From an optimization exercise on the open Yosys and OpenROAD flow, aimed at a short achievable clock period and few clock cycles; shortcuts taken in it are not production practice.
Only simulation tests tie the RTL to the original design; equivalence was not proved.
Power figures rest on the tool's default switching activity, not on a simulated workload.

<file path="flow/run.sh">
#!/bin/bash
# synth_recipe.tcl (not shown) runs the flow's synth.tcl, then flattens the netlist and writes it again
# the make line also repeats each setting of config.mk as NAME=value (left out here)
make -C /OpenROAD-flow-scripts/flow DESIGN_CONFIG=/design/flow/config.mk WORK_HOME=/design/flow/orfs CLKGATE_MAP_FILE= SYNTH_SCRIPT=/design/flow/synth_recipe.tcl finish
</file>
<file path="flow/config.mk">
export PLATFORM = sky130hd
export DESIGN_NAME = data_cache
export DESIGN_NICKNAME = data_cache
export VERILOG_FILES = /design/flow/design.v
export SDC_FILE = /design/flow/constraint.sdc
export NUM_CORES = 4
export LEC_CHECK = 0
export CAP_MARGIN = 20
export CORE_MARGIN = 2
export CORE_UTILIZATION = 40
export SETUP_SLACK_MARGIN = 0.3
export SLEW_MARGIN = 20
</file>
<file path="flow/constraint.sdc">
create_clock -name core_clock -period 7.0 [get_ports {clk}]
set_input_delay 1.4000 -clock core_clock [delete_from_list [all_inputs] [get_ports {clk}]]
set_output_delay 1.4000 -clock core_clock [all_outputs]
set_load 0.01 [all_outputs]
</file>
<file path="flow/design.v">
package data_cache_pkg;
  localparam int ADDR_W = 32;
  localparam int OFF_W  = 2;
  typedef enum logic [1:0] {
    IDLE,
    READ_MISS,
    WRITE
  } state_t;
endpackage
module cache_line_store #(
  parameter int LINES = 32,
  parameter int IB    = 5,
  parameter int TAG_W = 25
) (
  input  logic             clk,
  input  logic             rst,
  input  logic [IB-1:0]    rd_index,
  output logic             rd_valid,
  output logic [TAG_W-1:0] rd_tag,
  output logic [31:0]      rd_data,
  input  logic             wr_en,
  input  logic [IB-1:0]    wr_index,
  input  logic [TAG_W-1:0] wr_tag,
  input  logic [31:0]      wr_data
);
  logic [LINES-1:0] valid;
  logic [TAG_W-1:0] tags  [LINES];
  logic [31:0]      words [LINES];
  assign rd_valid = valid[rd_index];
  assign rd_tag   = tags[rd_index];
  assign rd_data  = words[rd_index];
  always_ff @(posedge clk or posedge rst) begin
    if (rst) begin
      valid <= '0;
    end else if (wr_en) begin
      valid[wr_index] <= 1'b1;
    end
  end
  always_ff @(posedge clk) begin
    if (wr_en) begin
      tags[wr_index]  <= wr_tag;
      words[wr_index] <= wr_data;
    end
  end
endmodule
module data_cache #(
  parameter int LINES       = 32,
  parameter int MEM_LATENCY = 4
) (
  input  logic        clk,
  input  logic        rst,
  input  logic        cpu_read,
  input  logic        cpu_write,
  input  logic [31:0] cpu_address,
  input  logic [31:0] cpu_write_data,
  output logic [31:0] cpu_read_data,
  output logic        stall,
  output logic        mem_read,
  output logic        mem_write,
  output logic [31:0] mem_address,
  output logic [31:0] mem_write_data,
  input  logic [31:0] mem_read_data,
  output logic [31:0] hit_count,
  output logic [31:0] miss_count
);
  localparam int ADDR_W = data_cache_pkg::ADDR_W;
  localparam int OFF_W  = data_cache_pkg::OFF_W;
  localparam int IB = $clog2(LINES);
  localparam int TW = ADDR_W - OFF_W - $clog2(LINES);
  localparam int CW = $clog2(MEM_LATENCY + 1);
  localparam logic [CW-1:0] LAST = CW'(MEM_LATENCY - 1);
  data_cache_pkg::state_t state, state_nx;
  logic [CW-1:0] cnt;
  logic [IB-1:0] index;
  logic [TW-1:0] tag;
  logic          line_valid;
  logic [TW-1:0] line_tag;
  logic [31:0]   line_data;
  logic          hit;
  logic          is_read;
  logic          line_we;
  logic [31:0]   line_wdata;
  logic          cnt_clr;
  logic          cnt_inc;
  logic          hit_inc;
  logic          miss_inc;
  logic          unused_ok;
  assign index     = cpu_address[OFF_W+IB-1:OFF_W];
  assign tag       = cpu_address[ADDR_W-1:OFF_W+IB];
  assign unused_ok = ^cpu_address[OFF_W-1:0];
  assign hit       = line_valid && (line_tag == tag);
  assign is_read   = cpu_read && !cpu_write;
  cache_line_store #(
    .LINES (LINES),
    .IB    (IB),
    .TAG_W (TW)
  ) u_store (
    .clk      (clk),
    .rst      (rst),
    .rd_index (index),
    .rd_valid (line_valid),
    .rd_tag   (line_tag),
    .rd_data  (line_data),
    .wr_en    (line_we),
    .wr_index (index),
    .wr_tag   (tag),
    .wr_data  (line_wdata)
  );
  always_ff @(posedge clk or posedge rst) begin
    if (rst) begin
      state <= data_cache_pkg::IDLE;
    end else begin
      state <= state_nx;
    end
  end
  always_ff @(posedge clk or posedge rst) begin
    if (rst) begin
      cnt <= '0;
    end else if (cnt_clr) begin
      cnt <= '0;
    end else if (cnt_inc) begin
      cnt <= cnt + CW'(1);
    end
  end
  always_ff @(posedge clk or posedge rst) begin
    if (rst) begin
      hit_count  <= '0;
      miss_count <= '0;
    end else begin
      if (hit_inc)  hit_count  <= hit_count + 32'd1;
      if (miss_inc) miss_count <= miss_count + 32'd1;
    end
  end
  always_comb begin
    state_nx       = state;
    stall          = 1'b0;
    mem_read       = 1'b0;
    mem_write      = 1'b0;
    mem_address    = '0;
    mem_write_data = '0;
    cpu_read_data  = '0;
    line_we        = 1'b0;
    line_wdata     = '0;
    cnt_clr        = 1'b0;
    cnt_inc        = 1'b0;
    hit_inc        = 1'b0;
    miss_inc       = 1'b0;
    unique case (state)
      data_cache_pkg::IDLE: begin
        if (cpu_write) begin
          stall    = 1'b1;
          state_nx = data_cache_pkg::WRITE;
        end else if (is_read && hit) begin
          cpu_read_data = line_data;
          hit_inc       = 1'b1;
        end else if (is_read) begin
          stall    = 1'b1;
          miss_inc = 1'b1;
          cnt_clr  = 1'b1;
          state_nx = data_cache_pkg::READ_MISS;
        end
      end
      data_cache_pkg::READ_MISS: begin
        mem_read    = 1'b1;
        mem_address = cpu_address;
        cnt_inc     = 1'b1;
        if (cnt == LAST) begin
          cpu_read_data = mem_read_data;
          line_we       = 1'b1;
          line_wdata    = mem_read_data;
          state_nx      = data_cache_pkg::IDLE;
        end else begin
          stall = 1'b1;
        end
      end
      data_cache_pkg::WRITE: begin
        mem_write      = 1'b1;
        mem_address    = cpu_address;
        mem_write_data = cpu_write_data;
        line_we        = hit;
        line_wdata     = cpu_write_data;
        state_nx       = data_cache_pkg::IDLE;
      end
      default: state_nx = data_cache_pkg::IDLE;
    endcase
    if (rst) begin
      stall         = 1'b0;
      mem_read      = 1'b0;
      mem_write     = 1'b0;
      cpu_read_data = '0;
      line_we       = 1'b0;
    end
  end
endmodule
</file>
==> results.txt, run 1 <==
* Setup WS post-layout at ~0.46 ns
* Port Buffer Count at 262
* IO Count at 263
* Synth unique cells at 63
* Number of buffers created by CTS at 191
* Synth Register Bits at 1,925
* Vias in the first global route at a little over 40,000
* Crit. End Element: primary output
* # setup viols final at 0
* Average wire per standard cell at 30.2 um
* Total of max-cap violations at 0
* Fmax at around 150 MHz
* Synth Flop Type: edfxtp_1
* Fin nets at between 4,000 and 5,000
* DRC marker count from the first detailed-route iteration at ~5,100
* Async set-reset flop share out of synthesis at ~5.2%
* Htree depth at 4
* Die W at between 400 and 500 um
* Arrival @ worst endpoint at 5.14 ns
* Maximum root-to-sink buffer count at 3
* TritonCTS Sinks at 1,925
* Synth warn at 2
* Post-Syn Area at roughly 0.075 mm2
* Num rows at 158
* First-pass detailed-route iteration total at 5
* Post-synthesis adder-cell area fraction at 0.183%
* Post-synth top area share at about 73%
* Slew @ Worst Pin at 1.08 ns
* Largest family of logic cells by synthesized area: multiplexers
* Mux share of post-synthesis cell area at 13.4%
* CP max FO at 15
* XOR/XNOR Fraction of Synth Area at 0.817%
* Power density over the cells at approximately 280 mW/mm2
* Largest net degree at the start of global routing at 115
* Pleak at ~30 nW
* Status: finished clean
* Syn nets at 4,015
* Relative slew slack at between 20% and 30%
* Gate Count Post-Synth at 3,904
* Starting Density at 40.4%
* Slew Viols, Final at 0
* Clock skew at ~0.031 ns
* Via density per instance at 5.84
* Post-placement worst setup slack at -0.192 ns
* Chip Height at 437 um
* GPL Wtd Cong at 0.917
* EDFF count, synth at 1,824
* CP Class: input port to primary output
* Critical Path RT at 5.60 ns
* Clock slew at reported path FFs at 0.05 ns
* GRT Overall Usage at 22.1%
* Initial antenna violation count at 3
* Post-Synth Simple-Gate Area at 3.49%
* Hold Path Class: register to register
* CTS Root Cell: clkbuf_16
* Core Area at 0.186 mm2
* Placed wire-length estimate at 120,000 um
* Avg Inst Size Synth at around 19 um2
* Latest clock arrival within the worst-skew pair at 0.84 ns
* Fin crit period at 6.54 ns
* Leading area contributor after synthesis: edfxtp_1
* Hold Violations, Final at 0
* Area grow syn2layout at 19.6%
* Share of layout cells above drive strength 1 at a little over a fifth
* Fin crit share at 93.4%
* DRC violations left at 0
* Top cells by area, synth: edfxtp_1 (73%), mux4_2 (8.2%), mux2i_1 (5.1%)
* Die ar. at 0.191 mm2
* CTS tree: built
* Post-CTS Hold Fix Bufs at 0
* ANT nets after route at 0
* DR vias at 41,289
* Post-synthesis compound-gate area fraction at 4.19%
* Critical path startpoint category: input port
* RSZ-0062 raised after global routing: false
* Routed WL at ~210,000 um
* Grt ovf at 0
* First-pass GRT wire length at 301,000 um
* Share of the yosys chip area belonging to registers at 76.4%
* WHS at roughly 0.47 ns
* IR Drop Worst-Case VDD at 0.351 mV
-- synthesized netlist by cell type (all sizes together), types with 3 or more instances --
library cell,n
a21boi,35
a21oi,78
a31oi,3
a32oi,4
and2,39
and3,37
and3b,5
and4,4
buf,125
clkbuf,92
dfrtp,101
edfxtp,1824
ha,11
inv,47
mux2,3
mux2i,385
mux4,272
nand2,133
nand2b,4
nand3,37
nand4,29
nand4b,7
nand4bb,6
nor2,63
nor2b,5
nor3,7
nor4,83
o21ai,5
o22ai,327
o31ai,31
or4,7
or4b,4
xnor2,48
xor2,22
-- per-stage QoR --
step / instance area [um2] / cells / power, mW / setup TNS (ns) / util, %
finish: 89700 / 7069 / 25.3 / 0 / 48.3
global route: 89700 / 7068 / 26.0 / 0 / 48.3
CTS: 89500 / 7066 / 25.5 / 0 / 48.2
detailed placement: 83500 / 6720 / 15.8 / -3.77 / 45.0
global placement: 83500 / 6720 / 15.7 / -3.01 / 44.9
floorplan: 75000 / 3904 / 14.4 / -307.49 / -
-- flip-flops by register name, indices dropped and copies added (netlist names) --
name           count
cnt                3
state              2
miss_count        32
u_store.words   1024
hit_count         32
u_store.valid     32
u_store.tags     800
-- power by group --
group / switching (mW) / internal [mW] / leakage, nW
sequential: 0.0286 / 13.0 / 18.0
clock: 4.28 / 5.49 / 2.89
combinational: 1.57 / 0.955 / 9.23
-- per-layer routing --
| metal | vias up | routed length (um) | track usage, % |
|---|---|---|---|
| li1 | 17140 | - | - |
| met1 | 21816 | 86500 | 30.2 |
| met4 | 2 | 6570 | 7.37 |
| met5 | - | 13 | 0 |
| met3 | 342 | 17900 | 4.38 |
| met2 | 1989 | 103000 | 35.3 |
-- worst paths after layout --
kind	from	cells past startpoint	slack (ns)	to
setup / recovery	cpu_address[4]	17	0.46	cpu_read_data[31]
hold / removal	miss_count[31]$_DFFE_PP0P_	1	0.47	miss_count[31]$_DFFE_PP0P_
setup reg to reg	u_store.tags[9][24]$_DFFE_PP_	14	2.31	u_store.words[29][22]$_DFFE_PP_
hold reg to reg	miss_count[31]$_DFFE_PP0P_	1	0.47	miss_count[31]$_DFFE_PP0P_
max in group asynchronous	rst	3	4.59	u_store.valid[5]$_DFFE_PP0P_
min in group asynchronous	rst	2	1.23	miss_count[24]$_DFFE_PP0P_
-- layout make-up --
cell class / instances / area (um2)
tap: 2480 / 3100
sequential: 1925 / 57300
antenna: 1 / 2.50
multi-input combinational: 1715 / 17200
inverter: 47 / 179
clock inverter: 104 / 847
timing repair buffer: 558 / 6000
fill: 15376 / 96100
clock buffer: 239 / 5060
-- layout by cell type, fill, tap and decap left out, drive strengths merged, types with 6 or more instances in the layout --
master,n
bufinv,10
nor3,7
nor4,83
nand3,37
dfrtp,101
and2,39
nor2,63
a21boi,35
nand4bb,6
inv,54
nand4,29
clkbuf,257
buf,299
mux4,272
dlygate4sd2,8
xnor2,48
o31ai,31
clkinv,83
clkdlybuf4s50,224
nand2,133
ha,11
a21oi,78
o22ai,327
and3,37
or4,7
xor2,22
mux2i,385
clkdlybuf4s15,8
nand4b,7
edfxtp,1824
-- what timing repair did --
action | CTS | global route
gates resized for setup | 53 | 65
cloned | 1 | 2
pin swaps | 5 | 6
endpoints found under the setup margin | 33 | 33
buffers inserted | 2 | 0
-- worst max-delay path: stages --
cell	delay (ns)
buf_2	0.37
or4b_4	0.60
buf_4	0.18
buf_4	0.19
o22ai_1	0.18
nor4_1	0.09
and3_1	0.18
a2111o_1	0.39
nor4_2	0.34
nand3_1	0.17
nor2_4	0.17
buf_12	0.15
buf_16	0.18
buf_4	0.15
nand2_1	0.06
a21oi_2	0.15
buf_6	0.14
-- cell families (layout without fill, tap and decap cells) --
family | after synthesis | in the layout
AND/OR/NAND/NOR | 476 | 476
XOR/XNOR | 70 | 70
flip-flops | 1925 | 1925
buffers and inverters | 264 | 948
adder cells (fa/ha/maj) | 11 | 11
other | 0 | 1
AO/OA/AOI/OAI | 498 | 498
multiplexers | 660 | 660
Testbench counts, summed over its fixed seeds: cycles 54,714.
==> run 2, diff against run 1 <==
==> flow/design.v (replaced) <==
package data_cache_pkg;
  localparam int ADDR_W = 32;
  localparam int OFF_W  = 2;
  typedef enum logic [1:0] {
    IDLE,
    READ_MISS,
    WRITE
  } state_t;
endpackage
module cache_line_store #(
  parameter int LINES = 32,
  parameter int IB    = 5,
  parameter int TAG_W = 25
) (
  input  logic             clk,
  input  logic             rst,
  input  logic [IB-1:0]    rd_index,
  input  logic [TAG_W-1:0] rd_tag,
  output logic             rd_hit,
  output logic [31:0]      rd_data,
  input  logic             fill_en,
  input  logic             wr_en,
  input  logic [IB-1:0]    wr_index,
  input  logic [TAG_W-1:0] wr_tag,
  input  logic [31:0]      wr_data
);
  logic [LINES-1:0] valid;
  logic [TAG_W-1:0] tags  [LINES];
  logic [31:0]      words [LINES];
  logic [LINES-1:0] match;
  logic [LINES-1:0] sel;
  always_comb begin
    for (int i = 0; i < LINES; i++) begin
      match[i] = valid[i] && (tags[i] == rd_tag);
      sel[i]   = (rd_index == IB'(i));
    end
  end
  assign rd_hit  = |(match & sel);
  assign rd_data = words[rd_index];
  always_ff @(posedge clk or posedge rst) begin
    if (rst) begin
      valid <= '0;
    end else if (fill_en) begin
      valid[wr_index] <= 1'b1;
    end
  end
  always_ff @(posedge clk) begin
    if (fill_en) begin
      tags[wr_index]  <= wr_tag;
    end
    if (fill_en || wr_en) begin
      words[wr_index] <= wr_data;
    end
  end
endmodule
module data_cache #(
  parameter int LINES       = 32,
  parameter int MEM_LATENCY = 4
) (
  input  logic        clk,
  input  logic        rst,
  input  logic        cpu_read,
  input  logic        cpu_write,
  input  logic [31:0] cpu_address,
  input  logic [31:0] cpu_write_data,
  output logic [31:0] cpu_read_data,
  output logic        stall,
  output logic        mem_read,
  output logic        mem_write,
  output logic [31:0] mem_address,
  output logic [31:0] mem_write_data,
  input  logic [31:0] mem_read_data,
  output logic [31:0] hit_count,
  output logic [31:0] miss_count
);
  localparam int ADDR_W = data_cache_pkg::ADDR_W;
  localparam int OFF_W  = data_cache_pkg::OFF_W;
  localparam int IB = $clog2(LINES);
  localparam int TW = ADDR_W - OFF_W - $clog2(LINES);
  localparam int WAIT = MEM_LATENCY - 1;   
  logic [WAIT-1:0] busy;
  logic            idle;
  logic            fill;
  logic [IB-1:0] index;
  logic [TW-1:0] tag;
  logic          hit;
  logic [31:0]   line_data;
  logic          is_read;
  logic          rd_hit;
  logic          rd_miss;
  logic          wr_hit;
  logic          unused_ok;
  assign index     = cpu_address[OFF_W+IB-1:OFF_W];
  assign tag       = cpu_address[ADDR_W-1:OFF_W+IB];
  assign unused_ok = ^cpu_address[OFF_W-1:0];
  assign is_read   = cpu_read && !cpu_write;
  assign idle      = ~|busy;
  assign fill      = busy[WAIT-1];
  assign rd_hit  = idle && is_read && hit;
  assign rd_miss = idle && is_read && !hit;
  assign wr_hit  = idle && cpu_write && hit;
  cache_line_store #(
    .LINES (LINES),
    .IB    (IB),
    .TAG_W (TW)
  ) u_store (
    .clk      (clk),
    .rst      (rst),
    .rd_index (index),
    .rd_tag   (tag),
    .rd_hit   (hit),
    .rd_data  (line_data),
    .fill_en  (fill),
    .wr_en    (wr_hit),
    .wr_index (index),
    .wr_tag   (tag),
    .wr_data  (fill ? mem_read_data : cpu_write_data)
  );
  always_ff @(posedge clk or posedge rst) begin
    if (rst) begin
      busy <= '0;
    end else begin
      busy <= {busy[WAIT-2:0], rd_miss};
    end
  end
  always_ff @(posedge clk or posedge rst) begin
    if (rst) begin
      hit_count  <= '0;
      miss_count <= '0;
    end else begin
      if (rd_hit) hit_count  <= hit_count + 32'd1;
      if (fill)   miss_count <= miss_count + 32'd1;
    end
  end
  assign stall          = !rst && (idle ? rd_miss : !fill);
  assign mem_read       = !rst && cpu_read && !cpu_write;
  assign mem_write      = !rst && cpu_write && idle;
  assign mem_address    = cpu_address;
  assign mem_write_data = cpu_write_data;
  assign cpu_read_data  = idle ? line_data : mem_read_data;
endmodule
--- a/flow/config.mk
+++ b/flow/config.mk
@@ -8,5 +8,5 @@
 export CAP_MARGIN = 20
 export CORE_MARGIN = 2
 export CORE_UTILIZATION = 40
-export SETUP_SLACK_MARGIN = 0.3
+export SETUP_SLACK_MARGIN = 3
 export SLEW_MARGIN = 20
==> results.txt, run 2 <==
* Status: finished clean (unchanged)
* Top cells by area, synth: edfxtp_1 (70%), xor2_1 (8.4%), mux4_2 (8.1%) (was edfxtp_1 (73%), mux4_2 (8.2%), mux2i_1 (5.1%))
* Hold Violations, Final at 0 (unchanged)
* Core Area at 0.195 mm2 (was 0.186 mm2)
* Gate Count Post-Synth at 4,242 (was 3,904)
* Grt ovf at 0 (unchanged)
* ANT nets after route at 0 (unchanged)
* Maximum root-to-sink buffer count at 3 (unchanged)
* Fmax at 189 MHz (was 153 MHz)
* Placed wire-length estimate at 116,000 um (was 120,000 um)
* Starting Density at 40.2% (was 40.4%)
* Fin nets at 5,057 (was 4,549)
* Power density over the cells at 254 mW/mm2 (was 282 mW/mm2)
* Most frequent cells in the layout: edfxtp_1 (1,824), xor2_1 (750), mux4_2 (282) (was edfxtp_1 (1,824), mux2i_1 (384), o22ai_1 (322))
* Die ar. at 0.199 mm2 (was 0.191 mm2)
* Sw Ratio at 22.6% (was 23.3%)
* Avg Inst Size Synth at 18.5 um2 (was 19.2 um2)
* Internal at 19.4 mW (about the same)
* Arrival @ worst endpoint at 5.83 ns (was 5.14 ns)
* Sequential power share at 51.1% (was 51.4%)
* Port Buffer Count at 258 (was 262)
* Commonest cells post-synth: edfxtp_1 (1,824), xor2_1 (753), mux4_2 (282), nor4_1 (174), xnor2_1 (113) (was edfxtp_1 (1,824), mux2i_1 (385), o22ai_1 (327), mux4_2 (272), nand2_1 (133))
* Max FFs per register at 1,024 (unchanged)
* Clock skew at 0.0673 ns (was 0.0314 ns)
* Slew Viols, Final at 0 (unchanged)
* Commonest non-fill, non-tap cell in the layout: edfxtp_1 (unchanged)
* CP max FO at 7 (was 15)
* Ant diodes at 0 (was 1)
* Slew @ Worst Pin at 0.947 ns (was 1.08 ns)
* Fin crit period at 5.29 ns (was 6.54 ns)
* TritonCTS Sinks at 1,923 (was 1,925)
* Fin crit share at 75.5% (was 93.4%)
* Die W at 447 um (was 437 um)
* IO Count at 263 (unchanged)
* # setup viols final at 0 (unchanged)
* FF+latch area at 0.0573 mm2 (about the same)
* EDFF count, synth at 1,824 (unchanged)
* Share of layout cells above drive strength 1 at 27.5% (was 21.2%)
* Area grow syn2layout at 25.7% (was 19.6%)
* Latest clock arrival within the worst-skew pair at 0.86 ns (was 0.84 ns)
* Share of the yosys chip area belonging to registers at 73.1% (was 76.4%)
* Clock slew at reported path FFs at 0.06 ns (was 0.05 ns)
* Synth warn at 2 (unchanged)
* Via density per instance at 5.50 (was 5.84)
* CTS tree: built (unchanged)
* DR vias at 42,585 (was 41,289)
* Critical Path RT at 7.54 ns (was 5.60 ns)
* Post-synth top area share at 69.9% (was 73.0%)
* Vias in the first global route at 41,973 (was 40,671)
* Syn nets at 4,350 (was 4,015)
* Largest net degree at the start of global routing at 62 (was 115)
* Htree depth at 4 (unchanged)
* Top reg by flops: u_store.words (unchanged)
* Fill cell count at 15,521 (was 15,376)
* Post-Syn Area at 0.0784 mm2 (was 0.0750 mm2)
* Switching power at 5.66 mW (was 5.89 mW)
* GPL Wtd Cong at 0.792 (was 0.917)
* RSZ-0062 raised after global routing: true (was false)
* Comb pwr share at 7.7% (was 10.0%)
* IR Drop Worst-Case VDD at 0.259 mV (was 0.351 mV)
* Total of max-cap violations at 0 (unchanged)
* WHS at 0.448 ns (was 0.466 ns)
* Async set-reset flop share out of synthesis at 5.15% (was 5.25%)
* Average wire per standard cell at 29.9 um (was 30.2 um)
* CP Class: input port to register (was input port to primary output)
* Final setup TNS at 0 ns (unchanged)
* CTS Root Cell: clkbuf_16 (unchanged)
* Num rows at 162 (was 158)
* Pleak at 33.0 nW (was 30.2 nW)
* Synth Flop Type: edfxtp_1 (unchanged)
* Multi-input logic area at 0.0208 mm2 (was 0.0172 mm2)
* First-pass detailed-route iteration total at 5 (unchanged)
* Number of buffers created by CTS at 198 (was 191)
* Clock group share of total power at 41.2% (was 38.6%)
* Synth unique cells at 53 (was 63)
* First-pass GRT wire length at 321,000 um (was 301,000 um)
* Relative slew slack at 35.9% (was 27.8%)
* Top-count cell post-synth: edfxtp_1 (unchanged)
* Chip Height at 447 um (was 437 um)
* Initial antenna violation count at 2 (was 3)
* DRC violations left at 0 (unchanged)
* Regs by FF count: u_store.words (1024), u_store.tags (800) (unchanged)
* Synth Register Bits at 1,923 (was 1,925)
* Crit. End Element: register (was primary output)
* Critical path startpoint category: input port (unchanged)
* DRC marker count from the first detailed-route iteration at 4,699 (was 5,112)
* GRT Overall Usage at 22.7% (was 22.1%)
* Hold Path Class: register to register (unchanged)
* Leading area contributor after synthesis: edfxtp_1 (unchanged)
* Routed WL at 232,000 um (was 214,000 um)
==> run 2: cell type report <==
class / instances / share of cell area, %
clock buffers: 255 / 5.38
clock inverters: 116 / 1.04
inverters: 6 / 0.0673
multi-input cells: 2024 / 21.1
flip-flops and latches: 1923 / 58.1
well taps: 2624 / 3.33
repair buffers: 794 / 10.9
repair inverters: 2 / 0.0178
==> run 2: logic make-up after synthesis <==
family | Yosys count | share of synthesized area [%]
DFF | 1923 | 73.1
buffers and inverters | 297 | 2.19
AOI/OAI and AO/OA | 171 | 1.48
and+or+nand+nor | 627 | 4.40
adders and majority gates | 8 | 0.128
muxes | 350 | 9.05
xor gates and xnor gates | 866 | 9.68
==> run 2: path summary, 6_finish.rpt <==
kind	from	to	slack [ns]	cells past startpoint
min in group asynchronous	rst	miss_count[20]$_DFFE_PP0P_	0.57	2
max in group asynchronous	rst	u_store.valid[21]$_DFFE_PP0P_	5.41	3
setup reg to reg	u_store.tags[8][24]$_DFFE_PP_	u_store.words[9][24]$_DFFE_PP_	2.31	25
setup / recovery	cpu_address[3]	u_store.words[9][24]$_DFFE_PP_	1.71	27
hold reg to reg	busy[0]$_DFF_PP0_	busy[1]$_DFF_PP0_	0.45	0
hold / removal	busy[0]$_DFF_PP0_	busy[1]$_DFF_PP0_	0.45	0
==> run 2: critical path, cell delays in order <==
cell	delay, ns
buf_16	0.13
inv_6	0.08
ha_4	0.18
and4b_2	0.33
nand4_1	0.12
or4_1	0.60
o22ai_4	0.26
nor4_4	0.07
nand4_4	0.20
buf_4	0.14
buf_6	0.08
buf_6	0.08
buf_6	0.08
buf_6	0.08
buf_6	0.08
buf_6	0.08
buf_6	0.08
buf_6	0.09
buf_6	0.11
a31oi_4	0.08
buf_12	0.18
buf_4	0.14
buf_4	0.14
buf_4	0.15
nor3b_4	0.33
buf_6	0.20
bufbuf_16	0.29
==> run 2: repair_timing <==
item                                    in CTS  in global routing
gates cloned                                83                  8
buffers inserted                           170                 70
resized for setup                          618                118
endpoints found under the setup margin    1101               1048
hold buffers                                 0                  0
pin swaps                                   67                 49
==> run 2: per-layer routing <==
layer	vias up	GRT usage (%)	share of wire [%]
li1	17925	-	-
met1	22421	29.7	39
met2	1808	37.6	49
met3	431	3.96	6.9
met4	0	9.29	4.7
met5	-	0	0
==> run 2: stage by stage <==
| stage | total power, mW | std cells | setup WS [ns] | area (um2) | util, % |
|---|---|---|---|---|---|
| after floorplan | 13.9 | 4242 | 1.61 | 78700 | - |
| after global placement | 14.6 | 7040 | 0.394 | 84900 | 43.6 |
| after detailed placement | 14.7 | 7042 | 0.320 | 85000 | 43.6 |
| after CTS | 25.1 | 7666 | 1.75 | 97300 | 49.9 |
| after global routing | 25.8 | 7744 | 1.68 | 98500 | 50.6 |
| final | 25.0 | 7744 | 1.71 | 98500 | 50.6 |
==> run 2: power groups by stage <==
stage	logic [mW]	registers (mW)	clock network (mW)
6_report	1.92	12.8	10.3
5_1_grt	2.03	12.8	10.9
4_1_cts	1.85	12.8	10.5
3_5_place_dp	1.60	13.1	0
3_3_place_gp	1.58	13.1	0
2_1_floorplan	0.905	13.0	0
Testbench counts of run 2, summed over its fixed seeds: cycles 41,661.
==> run 3, diff against run 2 <==
--- a/flow/config.mk
+++ b/flow/config.mk
@@ -8,5 +8,5 @@
 export CAP_MARGIN = 20
 export CORE_MARGIN = 2
 export CORE_UTILIZATION = 40
-export SETUP_SLACK_MARGIN = 3
+export SETUP_SLACK_MARGIN = 0.3
 export SLEW_MARGIN = 20
==> results.txt, run 3 <==
* Vias in the first global route at 39,531 (was 41,973)
* Clock slew at reported path FFs at 0.06 ns (about the same)
* Leading area contributor after synthesis: edfxtp_1 (unchanged)
* RSZ-0062 raised after global routing: false (was true)
* Share of the yosys chip area belonging to registers at 73.1% (unchanged)
* IR Drop Worst-Case VDD at 0.259 mV (about the same)
* Slowest-stage cell, CP: nor4_1 (was or4_1)
* # setup viols final at 0 (unchanged)
* Fin crit period at 6.48 ns (was 5.29 ns)
* Grt ovf at 0 (unchanged)
* Largest net degree at the start of global routing at 118 (was 62)
* Post-synth top area share at 69.9% (unchanged)
* Critical path startpoint category: input port (unchanged)
* Share of layout cells above drive strength 1 at 19.3% (was 27.5%)
* Commonest non-fill, non-tap cell in the layout: edfxtp_1 (unchanged)
* Commonest cells post-synth: edfxtp_1 (1,824), xor2_1 (753), mux4_2 (282), nor4_1 (174), xnor2_1 (113) (unchanged)
* Crit. End Element: primary output (was register)
* Worst-path cell chain: buf_8 -> inv_1 -> ha_1 -> nand2_1 -> nor2_1 -> ha_1 -> nand3_1 -> or4_1 -> o22ai_1 -> nor4_1 -> nand4_2 -> nor2_1 -> o21a_1 -> clkdlybuf4s50_1
* Synth Flop Type: edfxtp_1 (unchanged)
* Setup WS post-layout at 0.522 ns (was 1.71 ns)
* Average wire per standard cell at 26.5 um (was 29.9 um)
* Fin crit share at 92.5% (was 75.5%)
* Hold Violations, Final at 0 (unchanged)
* Starting Density at 40.2% (unchanged)
* Number of buffers created by CTS at 197 (was 198)
* Regs by FF count: u_store.words (1024), u_store.tags (800) (unchanged)
* EDFF count, synth at 1,824 (unchanged)
* Num rows at 162 (unchanged)
* Fin nets at 4,731 (was 5,057)
* DRC violations left at 0 (unchanged)
* CTS tree: built (unchanged)
* Via density per instance at 5.32 (was 5.50)
* CP max FO at 17 (was 7)
* Fill cell count at 16,280 (was 15,521)
* Critical Path RT at 5.60 ns (was 7.54 ns)
* Post-Syn Area at 0.0784 mm2 (unchanged)
* Slew @ Worst Pin at 0.982 ns (was 0.947 ns)
* Synth warn at 2 (unchanged)
* Async set-reset flop share out of synthesis at 5.15% (unchanged)
* Top cells by area, synth: edfxtp_1 (70%), xor2_1 (8.4%), mux4_2 (8.1%) (unchanged)
* Die W at 447 um (unchanged)
* Most frequent cells in the layout: edfxtp_1 (1,824), xor2_1 (753), mux4_2 (282) (was edfxtp_1 (1,824), xor2_1 (750), mux4_2 (282))
* Pwr Total at 24.6 mW (was 25.0 mW)
* Placed wire-length estimate at 116,000 um (about the same)
* Max FFs per register at 1,024 (unchanged)
* GRT Overall Usage at 19.6% (was 22.7%)
* Top reg by flops: u_store.words (unchanged)
* Avg Inst Size Synth at 18.5 um2 (unchanged)
* GPL Wtd Cong at 0.785 (was 0.792)
* IO Count at 263 (unchanged)
* Core Area at 0.195 mm2 (unchanged)
* Syn nets at 4,350 (unchanged)
* Gate Count Post-Synth at 4,242 (unchanged)
* Fmax at 154 MHz (was 189 MHz)
* Area grow syn2layout at 16.6% (was 25.7%)
* DRC marker count from the first detailed-route iteration at 3,894 (was 4,699)
* Routed WL at 197,000 um (was 232,000 um)
* Power density over the cells at 269 mW/mm2 (was 254 mW/mm2)
* Port Buffer Count at 258 (unchanged)
* Chip Height at 447 um (unchanged)
* Post-placement worst setup slack at 0.186 ns (was 0.320 ns)
* Maximum root-to-sink buffer count at 3 (unchanged)
* Setup bufs post-CTS at 0 (was 170)
* Clock skew at 0.0384 ns (was 0.0673 ns)
* Top-count cell post-synth: edfxtp_1 (unchanged)
* First-pass detailed-route iteration total at 5 (unchanged)
* Post-CTS Hold Fix Bufs at 0 (unchanged)
* Die ar. at 0.199 mm2 (unchanged)
* Pleak at 29.8 nW (was 33.0 nW)
* TritonCTS Sinks at 1,923 (unchanged)
* ANT nets after route at 0 (unchanged)
* Slew Viols, Final at 0 (unchanged)
* Synth Register Bits at 1,923 (unchanged)
* Hold Path Class: register to register (unchanged)
* Relative slew slack at 34.4% (was 35.9%)
* Arrival @ worst endpoint at 5.08 ns (was 5.83 ns)
* CP Class: input port to primary output (was input port to register)
* Initial antenna violation count at 2 (unchanged)
* First-pass GRT wire length at 285,000 um (was 321,000 um)
* Largest stage delay on the critical path at 0.57 ns (was 0.60 ns)
* Htree depth at 4 (unchanged)
* DR vias at 39,458 (was 42,585)
* CTS Root Cell: clkbuf_16 (unchanged)
* Status: finished clean (unchanged)
* Latest clock arrival within the worst-skew pair at 0.83 ns (was 0.86 ns)
* Synth unique cells at 53 (unchanged)
* Total of max-cap violations at 0 (unchanged)
## run 3: cell counts after synthesis
No cell type changed its count.
## run 3: per-stage QoR
step | utilization [%] | instances | area, um2 | setup TNS (ns) | hold slack [ns]
after floorplan | - | 4242 | 78400 | 0 | 0.355
after global placement | 43.7 | 7048 | 85100 | -0.255 | 0.381
after detailed placement | 43.7 | 7048 | 85100 | 0 | 0.379
after CTS | 46.9 | 7413 | 91400 | 0 | 0.391
after global routing | 46.9 | 7415 | 91400 | 0 | 0.419
final | 46.9 | 7415 | 91400 | 0 | 0.393
## run 3: repair_timing
item                       CTS  global route
setup endpoints to repair    1             0
hold endpoints to repair     0             0
gates resized for setup      2             0
## run 3: cells by family (layout without fill, tap and decap cells)
family / count (synthesis) / count (layout) / share of synthesized area [%]
xor+xnor: 866 / 866 / 9.68
other cells: 0 / 2 / 0
mux: 350 / 350 / 9.05
flops: 1923 / 1923 / 73.1
fa+ha+maj: 8 / 8 / 0.128
compound gates: 171 / 171 / 1.48
simple gates: 627 / 627 / 4.40
buf+inv: 297 / 844 / 2.19
## run 3: path summary, 6_finish.rpt
kind / start / endpoint / slack, ns / cells after the start
worst max-delay path: cpu_address[2] / stall / 0.52 / 14
worst min-delay path: busy[1]$_DFF_PP0_ / busy[2]$_DFF_PP0_ / 0.39 / 0
worst max register to register: u_store.tags[24][13]$_DFFE_PP_ / u_store.words[27][18]$_DFFE_PP_ / 2.81 / 11
worst min register to register: busy[1]$_DFF_PP0_ / busy[2]$_DFF_PP0_ / 0.39 / 0
max in group asynchronous: rst / busy[2]$_DFF_PP0_ / 4.67 / 4
min in group asynchronous: rst / miss_count[2]$_DFFE_PP0P_ / 1.27 / 3
## run 3: power by group
group | switching, mW | leakage, nW | internal (mW)
clock network | 4.42 | 3.03 | 5.76
registers | 0.0628 | 17.7 | 12.7
logic | 0.973 | 9.05 | 0.617
total | 5.46 | 29.8 | 19.1
## run 3: area by class of cell
type | count | area, um2 | share of cell area [%]
Antenna cell | 2 | 5.00 | 0.00548
Clock buffer | 255 | 5230 | 5.72
Clock inverter | 110 | 1000 | 1.10
Inverter | 6 | 25.0 | 0.0274
Multi-Input combinational cell | 2022 | 19800 | 21.7
Sequential cell | 1923 | 57300 | 62.6
Tap cell | 2624 | 3280 | 3.59
Timing Repair Buffer | 473 | 4810 | 5.27
## run 3: per-layer routing
| metal | up-vias | GRT usage [%] | routed length, um |
|---|---|---|---|
| met5 | - | 0 | 19 |
| met3 | 248 | 2.93 | 10000 |
| met1 | 20919 | 26.8 | 84300 |
| met4 | 2 | 4.87 | 4140 |
| li1 | 17186 | - | - |
| met2 | 1103 | 33.0 | 98300 |
## run 3: critical path: cells and delay by family
family / cells / cell delay (ns)
AND/OR/NAND/NOR: 7 / 1.99
AO/OA/AOI/OAI: 2 / 0.24
adder cells (fa/ha/maj): 2 / 0.55
buffers and inverters: 3 / 0.86

## re-timing with driven ports
The results above use ideal ports. As a check the final layouts listed here were re-extracted and re-timed, cells and wires unchanged.
Step 1 (the two cells are an assumption about what drives the block):
set clk [get_ports {clk}]
set_driving_cell -lib_cell sky130_fd_sc_hd__clkbuf_16 $clk
set_driving_cell -lib_cell sky130_fd_sc_hd__buf_2 [delete_from_list [all_inputs] $clk]
Step 2 times the ports against the registers' clock, not the clock port: input delays grow and output delays shrink by t, the midpoint of the rising clock arrivals with the driver on.
Three values: no drivers, after step 1, after step 2; two values: the first two.
run | shift t [ns] | slack for setup (ns) | worst setup path at the end | slew at the worst register clock pin (ns) | worst data-port slew with drivers (ns)
run 1 | 0.907 | 0.463 / 0.420 / 0.420 | input to output | 0.06 / 0.06 | 0.07
run 2 | 0.911 | 1.714 / 1.484 / 0.649 | input to register | 0.07 / 0.07 | 0.30
run 3 | 0.896 | 0.522 / 0.469 / 0.469 | input to output | 0.06 / 0.06 | 0.10
After both steps setup and hold are still met in every run listed. The setup slack of run 2, which loses most, moves by -0.230 ns with the drivers and by -1.065 ns with both steps.
